From an optimization exercise on the open Yosys and OpenROAD flow, aimed at small area, a short achievable clock period and few clock cycles; shortcuts taken in it are not production practice. In this exercise RTL edits were held to simulation tests only and were not proved equivalent to the original. Power figures rest on the tool's default switching activity, not on a simulated workload.

### flow/constraint.sdc
create_clock -name core_clock -period 8.0 [get_ports {clk}]
set_input_delay 1.6000 -clock core_clock [delete_from_list [all_inputs] [get_ports {clk}]]
set_output_delay 1.6000 -clock core_clock [all_outputs]
set_load 0.01 [all_outputs]
### flow/run.sh
#!/bin/bash
# synth_recipe.tcl (not shown) runs the flow's synth.tcl, then flattens the netlist and writes it again
# the make line also repeats each setting of config.mk as NAME=value (left out here)
make -C /OpenROAD-flow-scripts/flow DESIGN_CONFIG=/design/flow/config.mk WORK_HOME=/design/flow/orfs CLKGATE_MAP_FILE= SYNTH_SCRIPT=/design/flow/synth_recipe.tcl finish
### flow/design.v
package fba_pkg;
	localparam int FRAME_NUM_BITS = 12;
	localparam logic FUNC_ALLOC = 1'b0;
	localparam logic FUNC_FREE  = 1'b1;
	typedef enum logic [2:0] {
		ST_ALLOCATED    = 3'd0,
		ST_MAPPED       = 3'd1,
		ST_NO_FRAME     = 3'd2,
		ST_FREED        = 3'd3,
		ST_FREE_IGNORED = 3'd4
	} fba_status_t;
	typedef enum logic [2:0] {
		S_CLEAR,
		S_IDLE,
		S_QUOT,
		S_SPLIT,
		S_HREAD,
		S_HCHK,
		S_SCAN,
		S_WRITE
	} fba_state_t;
	typedef struct packed {
		logic        capture;
		logic        quot;
		logic        split;
		logic        rd_hint;
		logic        scan_start;
		logic        scan_step;
		logic        tgt_hint;
		logic        tgt_scan;
		logic        wr_word;
		logic        wr_set;
		logic        clr_step;
		logic        resp;
		fba_status_t resp_status;
	} fba_cmd_t;
	typedef struct packed {
		logic func;
		logic mapped;
		logic use_hint;
		logic hint_ok;
		logic hint_used;
		logic scan_hit;
		logic scan_miss_last;
		logic clr_last;
	} fba_stat_t;
endpackage
module fba_datapath #(
	parameter int NUM_FRAMES = 4096,
	parameter int WORD_BITS  = 32
) (
	input  logic                      clk,
	input  logic                      arst_n,
	input  fba_pkg::fba_cmd_t                  cmd,
	output fba_pkg::fba_stat_t                 stat,
	input  logic                      func,
	input  logic [fba_pkg::FRAME_NUM_BITS-1:0] frame_number,
	input  logic                      use_hint,
	input  logic                      page_mapped,
	input  logic                      kernel_mode,
	input  logic                      writable_request,
	output logic                      done,
	output logic [2:0]                status,
	output logic [fba_pkg::FRAME_NUM_BITS-1:0] granted_frame,
	output logic                      user_access,
	output logic                      write_access
);
	localparam int FRAME_WORDS = (NUM_FRAMES + WORD_BITS - 1) / WORD_BITS;
	localparam int AW = (FRAME_WORDS > 1) ? $clog2(FRAME_WORDS) : 1;
	localparam int CW = $clog2(FRAME_WORDS + 1);
	localparam int BW = $clog2(WORD_BITS);
	localparam int SH = fba_pkg::FRAME_NUM_BITS + BW;
	localparam int PW = SH + 1 + fba_pkg::FRAME_NUM_BITS;
	localparam int RECIP = (1 << SH) / WORD_BITS;
	localparam int IW = AW + BW + 1;
	localparam int LAST_BITS = NUM_FRAMES - (FRAME_WORDS - 1) * WORD_BITS;
	localparam logic [WORD_BITS-1:0] LAST_PAD =
		~({WORD_BITS{1'b1}} >> (WORD_BITS - LAST_BITS));
	localparam logic [AW-1:0] LAST_WORD = AW'(FRAME_WORDS - 1);
	localparam logic [fba_pkg::FRAME_NUM_BITS-1:0] WB_N = fba_pkg::FRAME_NUM_BITS'(WORD_BITS);
	logic                      func_q;
	logic                      use_hint_q;
	logic                      mapped_q;
	logic                      kernel_q;
	logic                      wreq_q;
	logic [fba_pkg::FRAME_NUM_BITS-1:0] frame_q;
	logic                      hint_ok_q;
	logic [fba_pkg::FRAME_NUM_BITS-1:0] hq_q;
	logic [AW-1:0]             hword_q;
	logic [BW-1:0]             hbit_q;
	logic [CW-1:0]             scan_q;
	logic                      rvld_q;
	logic [AW-1:0]             raddr_q;
	logic [WORD_BITS-1:0]      mem [FRAME_WORDS];
	logic [WORD_BITS-1:0]      rdata_q;
	logic [AW-1:0]             tw_q;
	logic [BW-1:0]             tb_q;
	logic [WORD_BITS-1:0]      td_q;
	logic                      done_q;
	logic [2:0]                status_q;
	logic [fba_pkg::FRAME_NUM_BITS-1:0] granted_q;
	logic                      user_q;
	logic                      wracc_q;
	logic [PW-1:0]             prod;
	logic [fba_pkg::FRAME_NUM_BITS-1:0] rem;
	logic [fba_pkg::FRAME_NUM_BITS-1:0] rem_adj;
	logic [fba_pkg::FRAME_NUM_BITS-1:0] hword_est;
	logic                      corr;
	logic                      scan_more;
	logic                      rd_en;
	logic [AW-1:0]             rd_addr;
	logic                      wr_en;
	logic [AW-1:0]             wr_addr;
	logic [WORD_BITS-1:0]      wr_data;
	logic [WORD_BITS-1:0]      word_eff;
	logic                      hit;
	logic [BW-1:0]             ffz_bit;
	logic [IW-1:0]             frame_full;
	always_comb begin
		prod = PW'(frame_q) * PW'(RECIP);
		rem = frame_q - fba_pkg::FRAME_NUM_BITS'(hq_q * WB_N);
		corr = (rem >= WB_N);
		hword_est = hq_q + fba_pkg::FRAME_NUM_BITS'(corr);
		rem_adj = corr ? (rem - WB_N) : rem;
	end
	always_comb begin
		scan_more = (scan_q < CW'(FRAME_WORDS));
		rd_en = cmd.rd_hint | (cmd.scan_step & scan_more);
		rd_addr = cmd.rd_hint ? hword_q : scan_q[AW-1:0];
		wr_en = cmd.wr_word | cmd.clr_step;
		wr_addr = cmd.clr_step ? scan_q[AW-1:0] : tw_q;
		wr_data = td_q;
		wr_data[tb_q] = cmd.wr_set;
		if (cmd.clr_step) begin
			wr_data = '0;
		end
	end
	always_comb begin
		word_eff = rdata_q | ((raddr_q == LAST_WORD) ? LAST_PAD : '0);
		hit = 1'b0;
		ffz_bit = '0;
		for (int i = WORD_BITS - 1; i >= 0; i--) begin
			if (!word_eff[i]) begin
				hit = 1'b1;
				ffz_bit = BW'(i);
			end
		end
	end
	assign frame_full = IW'(tw_q) * IW'(WORD_BITS) + IW'(tb_q);
	always_ff @(posedge clk) begin
		if (rd_en) begin
			rdata_q <= mem[rd_addr];
		end
		if (wr_en) begin
			mem[wr_addr] <= wr_data;
		end
	end
	always_ff @(posedge clk or negedge arst_n) begin
		if (!arst_n) begin
			scan_q <= '0;
			rvld_q <= 1'b0;
			raddr_q <= '0;
			done_q <= 1'b0;
		end else begin
			done_q <= cmd.resp;
			if (cmd.clr_step) begin
				scan_q <= scan_q + CW'(1);
			end else if (cmd.scan_start) begin
				scan_q <= '0;
				rvld_q <= 1'b0;
			end else if (cmd.scan_step) begin
				rvld_q <= scan_more;
				raddr_q <= scan_q[AW-1:0];
				if (scan_more) begin
					scan_q <= scan_q + CW'(1);
				end
			end
		end
	end
	always_ff @(posedge clk) begin
		if (cmd.capture) begin
			func_q <= func;
			use_hint_q <= use_hint;
			mapped_q <= page_mapped;
			kernel_q <= kernel_mode;
			wreq_q <= writable_request;
			frame_q <= frame_number;
			hint_ok_q <= (32'(frame_number) < 32'(NUM_FRAMES));
		end
		if (cmd.quot) begin
			hq_q <= fba_pkg::FRAME_NUM_BITS'(prod >> SH);
		end
		if (cmd.split) begin
			hword_q <= AW'(hword_est);
			hbit_q <= BW'(rem_adj);
		end
		if (cmd.tgt_hint) begin
			tw_q <= hword_q;
			tb_q <= hbit_q;
			td_q <= rdata_q;
		end else if (cmd.tgt_scan) begin
			tw_q <= raddr_q;
			tb_q <= ffz_bit;
			td_q <= rdata_q;
		end
		if (cmd.resp) begin
			status_q <= cmd.resp_status;
			if (cmd.resp_status == fba_pkg::ST_ALLOCATED) begin
				granted_q <= fba_pkg::FRAME_NUM_BITS'(frame_full);
				user_q <= ~kernel_q;
				wracc_q <= wreq_q;
			end else begin
				granted_q <= '0;
				user_q <= 1'b0;
				wracc_q <= 1'b0;
			end
		end
	end
	always_comb begin
		stat.func = func_q;
		stat.mapped = mapped_q;
		stat.use_hint = use_hint_q;
		stat.hint_ok = hint_ok_q;
		stat.hint_used = rdata_q[hbit_q];
		stat.scan_hit = rvld_q & hit;
		stat.scan_miss_last = rvld_q & ~hit & (raddr_q == LAST_WORD);
		stat.clr_last = (scan_q == CW'(FRAME_WORDS - 1));
	end
	assign done = done_q;
	assign status = status_q;
	assign granted_frame = granted_q;
	assign user_access = user_q;
	assign write_access = wracc_q;
endmodule
module fba_ctrl (
	input  logic      clk,
	input  logic      arst_n,
	input  logic      start,
	input  fba_pkg::fba_stat_t stat,
	output fba_pkg::fba_cmd_t  cmd,
	output logic      busy
);
	fba_pkg::fba_state_t state_q;
	fba_pkg::fba_state_t state_d;
	always_ff @(posedge clk or negedge arst_n) begin
		if (!arst_n) begin
			state_q <= fba_pkg::S_CLEAR;
		end else begin
			state_q <= state_d;
		end
	end
	always_comb begin
		state_d = state_q;
		cmd = '0;
		cmd.resp_status = fba_pkg::ST_ALLOCATED;
		busy = (state_q != fba_pkg::S_IDLE);
		unique case (state_q)
			fba_pkg::S_CLEAR: begin
				cmd.clr_step = 1'b1;
				if (stat.clr_last) begin
					state_d = fba_pkg::S_IDLE;
				end
			end
			fba_pkg::S_IDLE: begin
				if (start) begin
					cmd.capture = 1'b1;
					state_d = fba_pkg::S_QUOT;
				end
			end
			fba_pkg::S_QUOT: begin
				cmd.quot = 1'b1;
				state_d = fba_pkg::S_SPLIT;
			end
			fba_pkg::S_SPLIT: begin
				cmd.split = 1'b1;
				if (stat.func == fba_pkg::FUNC_ALLOC) begin
					if (stat.mapped) begin
						cmd.resp = 1'b1;
						cmd.resp_status = fba_pkg::ST_MAPPED;
						state_d = fba_pkg::S_IDLE;
					end else if (stat.use_hint && stat.hint_ok) begin
						state_d = fba_pkg::S_HREAD;
					end else begin
						cmd.scan_start = 1'b1;
						state_d = fba_pkg::S_SCAN;
					end
				end else begin
					if (stat.mapped && stat.hint_ok) begin
						state_d = fba_pkg::S_HREAD;
					end else begin
						cmd.resp = 1'b1;
						cmd.resp_status = fba_pkg::ST_FREE_IGNORED;
						state_d = fba_pkg::S_IDLE;
					end
				end
			end
			fba_pkg::S_HREAD: begin
				cmd.rd_hint = 1'b1;
				state_d = fba_pkg::S_HCHK;
			end
			fba_pkg::S_HCHK: begin
				cmd.tgt_hint = 1'b1;
				if (stat.func == fba_pkg::FUNC_FREE || !stat.hint_used) begin
					state_d = fba_pkg::S_WRITE;
				end else begin
					cmd.scan_start = 1'b1;
					state_d = fba_pkg::S_SCAN;
				end
			end
			fba_pkg::S_SCAN: begin
				cmd.scan_step = 1'b1;
				if (stat.scan_hit) begin
					cmd.tgt_scan = 1'b1;
					state_d = fba_pkg::S_WRITE;
				end else if (stat.scan_miss_last) begin
					cmd.resp = 1'b1;
					cmd.resp_status = fba_pkg::ST_NO_FRAME;
					state_d = fba_pkg::S_IDLE;
				end
			end
			fba_pkg::S_WRITE: begin
				cmd.wr_word = 1'b1;
				cmd.wr_set = (stat.func == fba_pkg::FUNC_ALLOC);
				cmd.resp = 1'b1;
				cmd.resp_status = (stat.func == fba_pkg::FUNC_ALLOC) ? fba_pkg::ST_ALLOCATED : fba_pkg::ST_FREED;
				state_d = fba_pkg::S_IDLE;
			end
			default: begin
				state_d = fba_pkg::S_IDLE;
			end
		endcase
	end
endmodule
module bitmap_frame_allocator #(
	parameter int NUM_FRAMES = 4096,
	parameter int WORD_BITS  = 32
) (
	input  logic                      clk,
	input  logic                      arst_n,
	input  logic                      start,
	output logic                      busy,
	input  logic                      func,
	input  logic [fba_pkg::FRAME_NUM_BITS-1:0] frame_number,
	input  logic                      use_hint,
	input  logic                      page_mapped,
	input  logic                      kernel_mode,
	input  logic                      writable_request,
	output logic                      done,
	output logic [2:0]                status,
	output logic [fba_pkg::FRAME_NUM_BITS-1:0] granted_frame,
	output logic                      user_access,
	output logic                      write_access
);
	fba_pkg::fba_cmd_t  cmd;
	fba_pkg::fba_stat_t stat;
	fba_ctrl u_ctrl (
		.clk    (clk),
		.arst_n (arst_n),
		.start  (start),
		.stat   (stat),
		.cmd    (cmd),
		.busy   (busy)
	);
	fba_datapath #(
		.NUM_FRAMES (NUM_FRAMES),
		.WORD_BITS  (WORD_BITS)
	) u_datapath (
		.clk              (clk),
		.arst_n           (arst_n),
		.cmd              (cmd),
		.stat             (stat),
		.func             (func),
		.frame_number     (frame_number),
		.use_hint         (use_hint),
		.page_mapped      (page_mapped),
		.kernel_mode      (kernel_mode),
		.writable_request (writable_request),
		.done             (done),
		.status           (status),
		.granted_frame    (granted_frame),
		.user_access      (user_access),
		.write_access     (write_access)
	);
endmodule
### flow/config.mk
export PLATFORM = sky130hd
export DESIGN_NAME = bitmap_frame_allocator
export DESIGN_NICKNAME = bitmap_frame_allocator
export VERILOG_FILES = /design/flow/design.v
export SDC_FILE = /design/flow/constraint.sdc
export NUM_CORES = 4
export LEC_CHECK = 0
export CAP_MARGIN = 20
export CORE_MARGIN = 2
export CORE_UTILIZATION = 45
export PLACE_DENSITY = 0.6
export SLEW_MARGIN = 20
==> results_dict.tcl <==
set metrics [dict create \
    status "finished clean" \
    vias 111000 \
    die_x_um 615 \
    whs_ns 0.447 \
    die-area_mm2 0.379 \
    grtUsageTotal_pct 28.4 \
    drv_cap 0 \
    ys_seq_area_share_pct 75.8 \
    synth_fp_nets 12900 \
    clock_path_buffers 4 \
    seqPwrFrac_pct 38.8 \
    post-route-period-util_pct 79.5 \
    numPortBuffers 38 \
    cp_max_fo 110 \
    post-synth-top-count-cell "edfxtp_1" \
    power.switching_uw 28400 \
    dp_hpwl_um 316000 \
    hold_buffers 0 \
    drive_gt1_share_pct 9.41 \
    p_sw_share_pct 38.6 \
    finalPower_uw 73500 \
    place.gp.congestion 0.924 \
    wirelength_um 552000 \
    end_kind "register" \
    synth.distinct_cells 79 \
    syn_to_final_growth_pct 12.9 \
    synth-async-reset-ratio_pct 0.471 \
    seq_area_mm2 0.127 \
    finish.instance_area_mm2 0.190 \
    htreeDepth 5 \
    drtPass1Iterations 10 \
    cp.arrival_ns 7.18 \
    start_util_pct 45.2 \
    ys_seq_elements 4245 \
    drt-vias-per-instance 6.10 \
    syn_inst 12800 \
    clk_latency_ns 0.99 \
    power_density_mw_per_mm2 387 \
    cts-buffers-inserted 421 \
    placed_cell_area_mm2 0.176 \
    synthesis.area_mm2 0.168 \
    grt_max_degree 174 \
    ir_drop_mv 0.376 \
    core-area_mm2 0.372 \
    yosys_warnings 2 \
    clk_transition_reported_paths_ns 0.06 \
    multi_input_area_mm2 0.0387 \
    required_ns 8.82 \
    worst_slew_margin_rel_pct 19.2 \
    leakage_uw 0.0640 \
    drc_errors 0 \
    hold_viol 0 \
    finalSetupTns_ns 0 \
    tightest_slew_ns 1.21 \
    drv_slew 0 \
    cts_tree "yes" \
    drt_iter0_markers 17200 \
    yosysTopAreaCellShare_pct 75.5 \
    grt_pass1_vias 104000 \
    n_fill_cell 31200 \
    cts_resized 0 \
    antenna_found_initial 24 \
    grt_first_pass_wirelength_um 776000 \
    synth_ff_type "edfxtp_1" \
    pwr-share-comb_pct 34.2 \
    yosys.area.top_type "edfxtp_1" \
    synthTopCellsByCount "4225 x edfxtp_1, 3713 x nand2_1, 2055 x nand3_1" \
    max_freq_mhz 157 \
    period_needed_ns 6.36 \
    path_class "register to register" \
    fp.dieH_um 615 \
    rows 224 \
    intPower_uw 45100 \
    start_kind "register" \
    min_path_type "register to register" \
    post_cts_buffers 0 \
    ant_nets 0 \
    root_buffer "clkbuf_16" \
    syn_area_per_cell_um2 13.1 \
    clock_power_share_pct 27.0 \
    rsz0062_at_grt "no" \
    nets 12900 \
    grt_overflow_total 0 \
    synth_area_leaders "edfxtp_1 75%, nand2_1 8.3%, nand3_1 6.1%" \
    utilization_pct 51.0 \
    fin_worst_skew_ns 0.0555 \
    io_pins 39 \
    setup_viol 0 \
    cts_sinks 4245 \
    synth_edf_count 4225 \
    avgRoutedWirePerCell_um 30.4 \
]
-- per-layer routing --
| metal | wire length [um] | vias to the layer above | global-route usage [%] | part of all wire, % |
|---|---|---|---|---|
| li1 | - | 47000 | - | - |
| met1 | 214000 | 55900 | 39.5 | 39 |
| met4 | 26000 | 10 | 12.0 | 4.7 |
| met3 | 67300 | 1051 | 6.83 | 12 |
| met2 | 245000 | 7077 | 43.0 | 44 |
| met5 | 298 | - | 0 | 0.054 |
-- power by group through the flow --
stage          sequential [uW]  combinational, uW  clock, uW
4_1_cts                  28500              24600      20000
6_report                 28500              25100      19800
5_1_grt                  28500              26600      20800
2_1_floorplan            29000              14500          0
3_5_place_dp             28900              24500          0
3_3_place_gp             28900              24100          0
-- critical path, stage by stage, from the launching register on --
cell and delay (ns):
dfrtp_1 0.79, or3b_4 0.77, a21oi_4 1.05, buf_12 0.41, buf_12 0.44, nand2_1 0.12
nand3_1 0.10, a21oi_1 0.10, nor4_1 0.94, nand3_1 0.92, nand4_1 0.26
-- layout by cell type, fill, tap and decap left out, types with 20 or more instances in the layout --
master	count
clkinv_2	86
clkinv_1	88
clkbuf_16	427
mux2i_1	226
nor2_1	99
diode_2	22
nand4_1	75
a211oi_1	69
a41o_1	27
inv_1	49
nor4_1	73
o21ai_0	60
o2111ai_1	26
nand2_1	3707
nor2_4	161
clkbuf_1	79
o22ai_1	23
buf_4	329
nor3_1	66
a21oi_1	536
dfrtp_1	20
bufinv_16	49
a31oi_1	93
o221ai_1	21
o211ai_1	22
nand3_1	2047
buf_12	38
clkdlybuf4s50_1	37
and3_1	21
edfxtp_1	4225
a32oi_1	34
a22oi_1	51
-- kinds of logic (layout without fill, tap and decap cells) --
logic type / Yosys count / after routing / share of synthesized area [%]
AOI/OAI and AO/OA: 1053 / 1053 / 3.87
and+or+nand+nor: 6373 / 6373 / 16.3
muxes: 264 / 264 / 1.70
other: 0 / 22 / 0
xor gates and xnor gates: 17 / 17 / 0.0885
adders and majority gates: 16 / 16 / 0.124
DFF: 4245 / 4245 / 75.8
buffers and inverters: 854 / 1228 / 2.21
-- worst paths after layout --
check / slack, ns / start / cells after the start / to
setup / recovery: 1.64 / u_ctrl.state_q[2] / 10 / u_datapath.rdata_q[1]
hold / removal: 0.45 / u_datapath.frame_q[0] / 0 / u_datapath.hbit_q[0]
setup reg to reg: 1.64 / u_ctrl.state_q[2] / 10 / u_datapath.rdata_q[1]
hold reg to reg: 0.45 / u_datapath.frame_q[0] / 0 / u_datapath.hbit_q[0]
max in group asynchronous: 7.05 / arst_n / 1 / u_datapath.raddr_q[2]
min in group asynchronous: 0.58 / arst_n / 1 / u_datapath.done_q
-- state kept, by name, summed over array words and instances (netlist names) --
| signal | count |
|---|---|
| u_datapath.rdata_q | 32 |
| u_datapath.td_q | 32 |
| u_datapath.rvld_q | 1 |
| u_datapath.tw_q | 7 |
| u_datapath.granted_q | 12 |
| u_datapath.use_hint_q | 1 |
| u_datapath.status_q | 3 |
| u_datapath.wracc_q | 1 |
| u_datapath.hbit_q | 5 |
| u_datapath.hword_q | 7 |
| u_datapath.scan_q | 8 |
| u_datapath.done_q | 1 |
| u_datapath.raddr_q | 7 |
| u_datapath.tb_q | 5 |
| u_datapath.user_q | 1 |
| u_datapath.mem | 4096 |
| u_datapath.func_q | 1 |
| u_ctrl.state_q | 3 |
| u_datapath.hq_q | 7 |
| u_datapath.wreq_q | 1 |
| u_datapath.kernel_q | 1 |
| u_datapath.frame_q | 12 |
| u_datapath.mapped_q | 1 |
-- layout make-up --
class	instances	area share, %
multi-input combinational	7723	20.4
antenna	22	0.0290
sequential	4245	67.1
tap	4972	3.28
clock buffer	509	5.80
inverter	49	0.0968
clock inverter	262	1.42
timing repair buffer	408	1.94
-- through the flow --
step,setup WS [ns],instances
floorplan,1.89,12800
global placement,1.47,17400
detailed placement,1.94,17400
CTS,1.91,18200
global route,1.62,18200
finish,1.64,18200
Testbench counts, summed over its fixed seeds: cycles 219,477.

==> separate check: timing with driven ports <==
How much do the figures lean on ideal ports? The routed layout below was timed once more, with nothing changed but the port constraints. Step 1 sets driving cells, clkbuf_16 on the clock port and buf_2 on the other inputs (assumed; they add their load-dependent delay and slew). Step 2 also shifts input and output timing later by t, the mid clock arrival at the registers, as if the neighbouring blocks saw the same clock. Slacks: ideal / step 1 / step 2; pairs: ideal / step 1.
shift t [ns]: 1.075
slack for setup (ns): 1.640 / 1.640 / 1.640
latest minus earliest clock arrival (ns): 0.061 / 0.061
worst data-port slew with drivers (ns): 0.04
After both steps this run still meets setup and hold. For this run, drivers alone change the setup slack by 0.000 ns; drivers and shift together by 0.000 ns.
